From an optimization exercise on the open Yosys and OpenROAD flow, aimed at small area and a short achievable clock period; shortcuts taken in it are not production practice.
The RTL was checked by simulation tests, not by an equivalence proof against the original design.

==> inputs of run a <==
==> flow/design.v <==
package dap_bus_pkg;
    typedef logic [11:0] haddr_t;
    typedef logic [31:0] hdata_t;
    typedef logic [3:0] strobe_t;
endpackage
package dap_cmd_pkg;
    typedef logic [7:0] cmd_byte_t;
    typedef logic [11:0] pack_len_t;
    typedef enum logic [1:0] {
        CLASS_ABORT,
        CLASS_QUEUE,
        CLASS_DELAY,
        CLASS_HELPER
    } cmd_class_t;
    typedef enum logic [1:0] {
        SEQ_CMD,
        SEQ_NUM,
        SEQ_BUSY,
        SEQ_DRAIN
    } seq_state_t;
endpackage
`timescale 1ns/1ns
module dap_controller (
    input  logic                   hclk,
    input  logic                   hresetn,
    input  logic                   hsel,
    input  dap_bus_pkg::haddr_t    haddr,
    input  logic [1:0]             htrans,
    input  logic [2:0]             hsize,
    input  logic                   hwrite,
    input  logic                   hready,
    input  dap_bus_pkg::hdata_t    hwdata,
    output logic                   hreadyout,
    output logic                   hresp,
    output dap_bus_pkg::hdata_t    hrdata,
    output logic                   intr,
    input  logic                   dap_in_tvalid,
    output logic                   dap_in_tready,
    input  dap_cmd_pkg::cmd_byte_t dap_in_tdata,
    output logic                   dap_out_tvalid,
    output dap_cmd_pkg::cmd_byte_t dap_out_tdata,
    input  logic                   dap_out_tready,
    output dap_cmd_pkg::pack_len_t dap_out_tlen
);
    logic       rd_cr, rd_time, rd_sr, rd_dr, rd_cur;
    logic       wr_time, wr_sr3, wr_dr0;
    logic [3:0] wr_cr;
    logic       rd_dr_nx;
    logic       trans_req;
    logic [3:0] strobe_nxt;
    logic       a_cr, a_time, a_sr, a_dr, a_cur;
    assign trans_req = hsel && htrans[1] && hready;
    assign a_cr   = haddr[11:2] == 10'd0;
    assign a_time = haddr[11:2] == 10'd1;
    assign a_sr   = haddr[11:2] == 10'd2;
    assign a_dr   = haddr[11:2] == 10'd3;
    assign a_cur  = haddr[11:2] == 10'd4;
    always_comb begin
        case (hsize)
            3'b000:  strobe_nxt = 4'b0001 << haddr[1:0];
            3'b001:  strobe_nxt = haddr[1] ? 4'b1100 : 4'b0011;
            default: strobe_nxt = 4'b1111;
        endcase
    end
    logic rd_cr_nx, rd_time_nx, rd_sr_nx, rd_cur_nx;
    assign rd_dr_nx   = hready ? (trans_req && !hwrite && a_dr)   : rd_dr;
    assign rd_cr_nx   = hready ? (trans_req && !hwrite && a_cr)   : rd_cr;
    assign rd_time_nx = hready ? (trans_req && !hwrite && a_time) : rd_time;
    assign rd_sr_nx   = hready ? (trans_req && !hwrite && a_sr)   : rd_sr;
    assign rd_cur_nx  = hready ? (trans_req && !hwrite && a_cur)  : rd_cur;
    always_ff @(posedge hclk or negedge hresetn) begin
        if (!hresetn) begin
            rd_cr   <= 1'b0;
            rd_time <= 1'b0;
            rd_sr   <= 1'b0;
            rd_dr   <= 1'b0;
            rd_cur  <= 1'b0;
            wr_time <= 1'b0;
            wr_sr3  <= 1'b0;
            wr_dr0  <= 1'b0;
            wr_cr   <= '0;
        end else begin
            rd_dr   <= rd_dr_nx;
            rd_cr   <= rd_cr_nx;
            rd_time <= rd_time_nx;
            rd_sr   <= rd_sr_nx;
            rd_cur  <= rd_cur_nx;
            if (hready) begin
                wr_time <= trans_req && hwrite && a_time;
                wr_sr3  <= trans_req && hwrite && a_sr && strobe_nxt[3];
                wr_dr0  <= trans_req && hwrite && a_dr && strobe_nxt[0];
                wr_cr   <= {4{trans_req && hwrite && a_cr}} & strobe_nxt;
            end
        end
    end
    logic [31:0] cr_q, cr_nx;
    logic [31:0] clk_count;
    logic [5:0]  us_div;
    logic [3:0]  dr_wait;
    logic        us_tick;
    logic        dap_en;
    logic        helper_release;
    assign dap_en         = cr_q[0];
    assign us_tick        = us_div == 6'd59;
    assign helper_release = wr_sr3 && hwdata[31];
    always_comb begin
        for (int i = 0; i < 4; i++) begin
            cr_nx[8*i +: 8] = wr_cr[i] ? hwdata[8*i +: 8] : cr_q[8*i +: 8];
        end
    end
    always_ff @(posedge hclk or negedge hresetn) begin
        if (!hresetn) begin
            cr_q <= '0;
        end else begin
            cr_q <= cr_nx;
        end
    end
    logic [31:0] clk_nx;
    assign clk_nx = wr_time ? 32'd0 : clk_count + 32'd1;
    always_ff @(posedge hclk or negedge hresetn) begin
        if (!hresetn) begin
            clk_count <= '0;
            us_div    <= '0;
        end else begin
            clk_count <= clk_nx;
            us_div    <= (wr_time || us_tick) ? 6'd0 : us_div + 6'd1;
        end
    end
    logic       stall_q;
    logic [3:0] dr_wait_nx;
    assign hreadyout = !stall_q || dap_in_tvalid;
    assign hresp     = 1'b0;
    assign dr_wait_nx = (stall_q && !dap_in_tvalid) ? dr_wait + 4'd1 : 4'd0;
    always_ff @(posedge hclk) begin
        dr_wait <= dr_wait_nx;
    end
    always_ff @(posedge hclk or negedge hresetn) begin
        if (!hresetn) begin
            stall_q <= 1'b0;
        end else begin
            stall_q <= rd_dr_nx && dr_wait_nx != 4'd15;
        end
    end
    localparam logic [3:0] S_CMD   = 4'b0000;
    localparam logic [3:0] S_NUM   = 4'b0001;
    localparam logic [3:0] S_DLO   = 4'b0010;
    localparam logic [3:0] S_DHI   = 4'b0011;
    localparam logic [3:0] S_HELP  = 4'b0100;
    localparam logic [3:0] S_DST   = 4'b0101;
    localparam logic [3:0] S_DWAIT = 4'b0110;
    localparam logic [3:0] S_DRAIN = 4'b1000;
    localparam logic [3:0] S_POP   = 4'b1001;
    logic [3:0]  state, state_nx;
    logic [7:0]  num_cmd, num_nx;
    logic [15:0] us_left;
    logic        us_zero;
    logic [7:0]  processing_cmd;
    logic [8:0]  tlen_q;
    logic seq_tready, helper_busy;
    logic in_fire, is_abort, is_queue, is_delay;
    logic delay_done, cmd_done;
    assign seq_tready   = state == S_CMD || state == S_NUM;
    assign helper_busy  = state == S_HELP;
    assign in_fire      = dap_en && seq_tready && dap_in_tvalid;
    assign is_abort     = dap_in_tdata == 8'h07;
    assign is_queue     = dap_in_tdata == 8'h7E || dap_in_tdata == 8'h7F;
    assign is_delay     = dap_in_tdata == 8'h09;
    assign delay_done   = state == S_DWAIT && us_tick && us_zero;
    assign cmd_done     = (state == S_HELP && helper_release) || delay_done;
    logic [8:0] fcnt;
    logic       f_empty, f_one, f_two, f_full;
    logic       e_nx;
    logic       wr_ok, rd_ok;
    always_comb begin
        state_nx = state;
        num_nx   = num_cmd;
        if (!dap_en) begin
            state_nx = S_CMD;
            num_nx   = '0;
        end else begin
            case (state)
                S_CMD: begin
                    if (dap_in_tvalid) begin
                        if (is_queue) state_nx = S_NUM;
                        else if (is_delay) state_nx = S_DST;
                        else if (!is_abort) state_nx = S_HELP;
                    end
                end
                S_NUM: begin
                    if (dap_in_tvalid) begin
                        num_nx   = dap_in_tdata;
                        state_nx = S_CMD;
                    end
                end
                S_DST: state_nx = S_DLO;
                S_DLO: if (dap_in_tvalid) state_nx = S_DHI;
                S_DHI: if (dap_in_tvalid) state_nx = S_DWAIT;
                S_DRAIN: state_nx = S_POP;
                S_POP: if (f_empty) state_nx = S_CMD;
                default: ;
            endcase
            if (cmd_done) begin
                if (num_cmd > 8'd1) begin
                    num_nx   = num_cmd - 8'd1;
                    state_nx = S_CMD;
                end else begin
                    num_nx   = '0;
                    state_nx = S_DRAIN;
                end
            end
        end
    end
    always_ff @(posedge hclk) begin
        state   <= state_nx;
        num_cmd <= num_nx;
    end
    always_ff @(posedge hclk or negedge hresetn) begin
        if (!hresetn) begin
            intr           <= 1'b0;
            dap_in_tready  <= 1'b0;
            dap_out_tvalid <= 1'b0;
        end else begin
            intr           <= cr_nx[31] && state_nx == S_HELP;
            dap_in_tready  <= cr_nx[0] && (state_nx[3:2] == 2'b00 || rd_dr_nx);
            dap_out_tvalid <= state_nx == S_POP && !e_nx;
        end
    end
    always_ff @(posedge hclk) begin
        if (dap_en) begin
            if (state == S_DLO && dap_in_tvalid) us_left[7:0] <= dap_in_tdata;
            if (state == S_DHI && dap_in_tvalid) begin
                us_left[15:8] <= dap_in_tdata;
                us_zero       <= us_left[7:0] == 8'd0 && dap_in_tdata == 8'd0;
            end
            if (state == S_DWAIT && us_tick && !us_zero) begin
                us_left <= us_left - 16'd1;
                us_zero <= us_left == 16'd1;
            end
            if (state == S_DRAIN) tlen_q <= fcnt;
        end
    end
    logic [7:0] pc_nx;
    assign pc_nx = (in_fire && state == S_CMD) ? dap_in_tdata : processing_cmd;
    always_ff @(posedge hclk or negedge hresetn) begin
        if (!hresetn) begin
            processing_cmd <= '0;
        end else begin
            processing_cmd <= pc_nx;
        end
    end
    assign dap_out_tlen = {3'd0, tlen_q};
    logic [31:0] hr_reg_q;
    always_ff @(posedge hclk) begin
        hr_reg_q <= ({32{rd_cr_nx}}   & cr_nx)
                  | ({32{rd_time_nx}} & clk_nx)
                  | {rd_sr_nx && state_nx == S_HELP, 31'd0}
                  | ({32{rd_cur_nx}}  & {24'd0, pc_nx});
    end
    assign hrdata = hr_reg_q | ({32{rd_dr}} & {4{dap_in_tdata}});
    logic       fifo_push;
    logic [7:0] fifo_wdata;
    logic       cmd_en, num_en;
    assign cmd_en = dap_en && state == S_CMD;
    assign num_en = dap_en && state == S_NUM;
    assign fifo_push  = wr_dr0 || delay_done || (dap_in_tvalid && (num_en || (cmd_en && !is_abort)));
    assign fifo_wdata = wr_dr0 ? hwdata[7:0] : (seq_tready ? dap_in_tdata : 8'h00);
    assign wr_ok = fifo_push && !f_full;
    assign rd_ok = dap_out_tvalid && dap_out_tready;
    logic       wr_q;
    logic [7:0] wd_q;
    logic [7:0] ridx;
    logic [8:0] fcnt_inc, fcnt_dec;
    logic [7:0] ridx_inc, ridx_dec;
    always_comb begin
        logic c, b;
        c = 1'b1;
        b = 1'b1;
        for (int i = 0; i < 9; i++) begin
            fcnt_inc[i] = fcnt[i] ^ c;
            fcnt_dec[i] = fcnt[i] ^ b;
            c = c & fcnt[i];
            b = b & !fcnt[i];
        end
        c = 1'b1;
        b = 1'b1;
        for (int i = 0; i < 8; i++) begin
            ridx_inc[i] = ridx[i] ^ c;
            ridx_dec[i] = ridx[i] ^ b;
            c = c & ridx[i];
            b = b & !ridx[i];
        end
    end
    assign e_nx = !wr_ok && (f_empty || (f_one && rd_ok));
    always_ff @(posedge hclk or negedge hresetn) begin
        if (!hresetn) begin
            fcnt    <= '0;
            f_empty <= 1'b1;
            f_one   <= 1'b0;
            f_two   <= 1'b0;
            f_full  <= 1'b0;
        end else if (wr_ok != rd_ok) begin
            fcnt    <= rd_ok ? fcnt_dec : fcnt_inc;
            f_empty <= rd_ok && f_one;
            f_one   <= rd_ok ? f_two : f_empty;
            f_two   <= rd_ok ? (fcnt == 9'd3) : f_one;
            f_full  <= !rd_ok && (fcnt == 9'd255);
        end
    end
    logic [7:0]  ridx_pop, ridx_nopop;
    logic [15:0] lo_pop, lo_nopop, hi_pop, hi_nopop;
    assign ridx_pop   = wr_q ? ridx : ridx_dec;
    assign ridx_nopop = wr_q ? ridx_inc : ridx;
    always_comb begin
        for (int j = 0; j < 16; j++) begin
            lo_pop[j]   = ridx_pop[3:0] == 4'(j);
            lo_nopop[j] = ridx_nopop[3:0] == 4'(j);
            hi_pop[j]   = ridx_pop[7:4] == 4'(j);
            hi_nopop[j] = ridx_nopop[7:4] == 4'(j);
        end
    end
    always_ff @(posedge hclk or negedge hresetn) begin
        if (!hresetn) begin
            ridx <= 8'd254;
        end else begin
            ridx <= rd_ok ? ridx_pop : ridx_nopop;
        end
    end
    logic [15:0] sel_lo, sel_hi;
    always_ff @(posedge hclk) begin
        sel_lo <= rd_ok ? lo_pop : lo_nopop;
        sel_hi <= rd_ok ? hi_pop : hi_nopop;
    end
    always_ff @(posedge hclk or negedge hresetn) begin
        if (!hresetn) begin
            wr_q <= 1'b0;
        end else begin
            wr_q <= wr_ok;
        end
    end
    always_ff @(posedge hclk) begin
        wd_q <= fifo_wdata;
    end
    localparam int NE = 256 - 1;
    logic [8*NE-1:0] fifo_sr;
    logic [7:0]      sr_byte;
    logic [7:0]      next_head;
    logic [7:0]      head_q;
    always_ff @(posedge hclk) begin
        if (wr_q) begin
            fifo_sr <= {fifo_sr[8*NE-9:0], wd_q};
        end
    end
    logic [8*16-1:0]  row_byte;
    logic [8*256-1:0] fifo_ext;
    assign fifo_ext = {8'h00, fifo_sr};
    always_comb begin
        sr_byte = '0;
        for (int g = 0; g < 16; g++) begin
            row_byte[8*g +: 8] = '0;
            for (int j = 0; j < 16; j++) begin
                row_byte[8*g +: 8] = row_byte[8*g +: 8] | ({8{sel_lo[j]}} & fifo_ext[8*(16*g+j) +: 8]);
            end
            sr_byte = sr_byte | ({8{sel_hi[g]}} & row_byte[8*g +: 8]);
        end
    end
    assign next_head = (wr_q && f_two) ? wd_q : sr_byte;
    always_ff @(posedge hclk) begin
        if (f_empty || rd_ok) begin
            head_q <= (f_empty || f_one) ? fifo_wdata : next_head;
        end
    end
    assign dap_out_tdata = head_q;
endmodule
==> flow/run.sh <==
#!/bin/bash
# synth_recipe.tcl (not shown) runs the flow's synth.tcl, then flattens the netlist and writes it again
# the make line also repeats each setting of config.mk as NAME=value (left out here)
make -C /OpenROAD-flow-scripts/flow DESIGN_CONFIG=/design/flow/config.mk WORK_HOME=/design/flow/orfs CLKGATE_MAP_FILE= SYNTH_SCRIPT=/design/flow/synth_recipe.tcl finish
==> flow/config.mk <==
export PLATFORM = sky130hd
export DESIGN_NAME = dap_controller
export DESIGN_NICKNAME = dap_controller
export VERILOG_FILES = /design/flow/design.v
export SDC_FILE = /design/flow/constraint.sdc
export NUM_CORES = 4
export LEC_CHECK = 0
export CAP_MARGIN = 20
export CORE_MARGIN = 2
export CORE_UTILIZATION = 65
export CTS_BUF_LIST = sky130_fd_sc_hd__clkbuf_16
export CTS_CLUSTER_DIAMETER = 70
export CTS_CLUSTER_SIZE = 30
export PLACE_DENSITY = 0.75
export SETUP_SLACK_MARGIN = 3.6
export SLEW_MARGIN = 20
==> flow/constraint.sdc <==
create_clock -name core_clock -period 6.5 [get_ports {hclk}]
set_input_delay 1.3000 -clock core_clock [delete_from_list [all_inputs] [get_ports {hclk}]]
set_output_delay 1.3000 -clock core_clock [all_outputs]
set_load 0.01 [all_outputs]
==> run b (differences from run a) <==
==> flow/flow/run.sh (new file) <==
#!/bin/bash
set -euo pipefail
bash standard.sh \
  "BUFFER_PORTS_ARGS=-buffer_cell sky130_fd_sc_hd__buf_4" \
  "CTS_ARGS=-sink_clustering_enable -repair_clock_nets -sink_clustering_size 30 -sink_clustering_max_diameter 70 -buf_list sky130_fd_sc_hd__clkbuf_16 -dont_use_dummy_load" \
  finish > standard_flow.log 2>&1
==> flow/standard.sh (new file) <==
#!/bin/bash
# synth_recipe.tcl (not shown) runs the flow's synth.tcl, then flattens the netlist and writes it again
# the make line also repeats each setting of config.mk as NAME=value (left out here)
make -C /OpenROAD-flow-scripts/flow DESIGN_CONFIG=/design/flow/config.mk WORK_HOME=/design/flow/orfs CLKGATE_MAP_FILE= SYNTH_SCRIPT=/design/flow/synth_recipe.tcl "${@:-finish}"
removed: flow/run.sh
==> run c (differences from run a) <==
==> flow/flow/run.sh (new file) <==
#!/bin/bash
set -euo pipefail
bash standard.sh "BUFFER_PORTS_ARGS=-buffer_cell sky130_fd_sc_hd__buf_4" finish > standard_flow.log 2>&1
==> flow/standard.sh (new file) <==
#!/bin/bash
# synth_recipe.tcl (not shown) runs the flow's synth.tcl, then flattens the netlist and writes it again
# the make line also repeats each setting of config.mk as NAME=value (left out here)
make -C /OpenROAD-flow-scripts/flow DESIGN_CONFIG=/design/flow/config.mk WORK_HOME=/design/flow/orfs CLKGATE_MAP_FILE= SYNTH_SCRIPT=/design/flow/synth_recipe.tcl "${@:-finish}"
CORE_UTILIZATION = 55   (was 65)
PLACE_DENSITY = 0.65   (was 0.75)
removed: flow/run.sh
==> results_dict.tcl <==
set metrics [dict create \
    outcome "complete, no violations" \
    comb-power_mw 2.05 \
    reg2reg_depth 5 \
    final_cell_mix "2074 x edfxtp_1, 444 x a22o_1, 410 x a221oi_1" \
    critPathLaunch "dap_in_tdata[0]" \
    r2r_start "sel_lo[6]$_DFF_P_" \
    relSlewSlack 0.189 \
    chipWidth_um 392 \
]
# the run above: run c

==> results_dict.tcl <==
set metrics [dict create \
    comb-power_mw 1.85 \
    relSlewSlack 0.226 \
    num_tap_cells 1650 \
    routed_via_density 7.35 \
    post_cts_buffers 17 \
    outcome "complete, no violations" \
    critPathLaunch "dap_in_tdata[0]" \
    instances_no_fill 6257 \
    final_cell_mix "2074 x edfxtp_1, 444 x a22o_1, 413 x a221oi_1" \
    top_usage_layer "met2" \
    reg2reg_depth 7 \
    chipWidth_um 361 \
    worst-path-stages 4 \
    ys_seq_elements 2278 \
    row_count 130 \
]
# the run above: run b

==> results_dict.tcl <==
set metrics [dict create \
    yosysSeqAreaShare 0.808 \
    final_cell_mix "2074 x edfxtp_1, 444 x a22o_1, 413 x a221oi_1" \
    outcome "complete, no violations" \
    path_clk_slew_ns 0.10 \
    cts_buffer_depth 3 \
    comb-power_mw 1.95 \
    r2r_start "sel_lo[2]$_DFF_P_" \
    reg2reg_depth 6 \
    relSlewSlack 0.159 \
    setup_slack_ns 3.40 \
]
# the run above: run a

-- port drivers added, routing unchanged --
The flow's constraints put no driver on any port. The routed layouts listed below were extracted and timed again, unchanged, in two steps. Step 1 (the two cells are an assumption about what drives the block):
set clk [get_ports {hclk}]
set_driving_cell -lib_cell sky130_fd_sc_hd__clkbuf_16 $clk
set_driving_cell -lib_cell sky130_fd_sc_hd__buf_2 [delete_from_list [all_inputs] $clk]
Step 2 moves the port delays by t, midway between the first and last clock arrival at a register: inputs arrive t later, outputs are due t later. That takes back most of the time a late clock gives input paths. a / b / c = ideal ports / drivers / drivers and shift; a / b = the first two.
| run | t (ns) | slack for setup (ns) | latest minus earliest clock arrival (ns) | worst register clock-pin slew, ns |
|---|---|---|---|---|
| run a | 0.859 | 3.402 / 3.345 / 2.664 | 0.059 / 0.059 | 0.11 / 0.11 |
| run b | 0.789 | 3.457 / 3.381 / 2.917 | 0.101 / 0.101 | 0.11 / 0.11 |
| run c | 0.845 | 3.475 / 3.394 / 2.862 | 0.042 / 0.041 | 0.11 / 0.11 |
After both steps every run listed still meets setup and hold. The setup slack of run a, which loses most, moves by -0.057 ns with the drivers and by -0.738 ns with both steps.
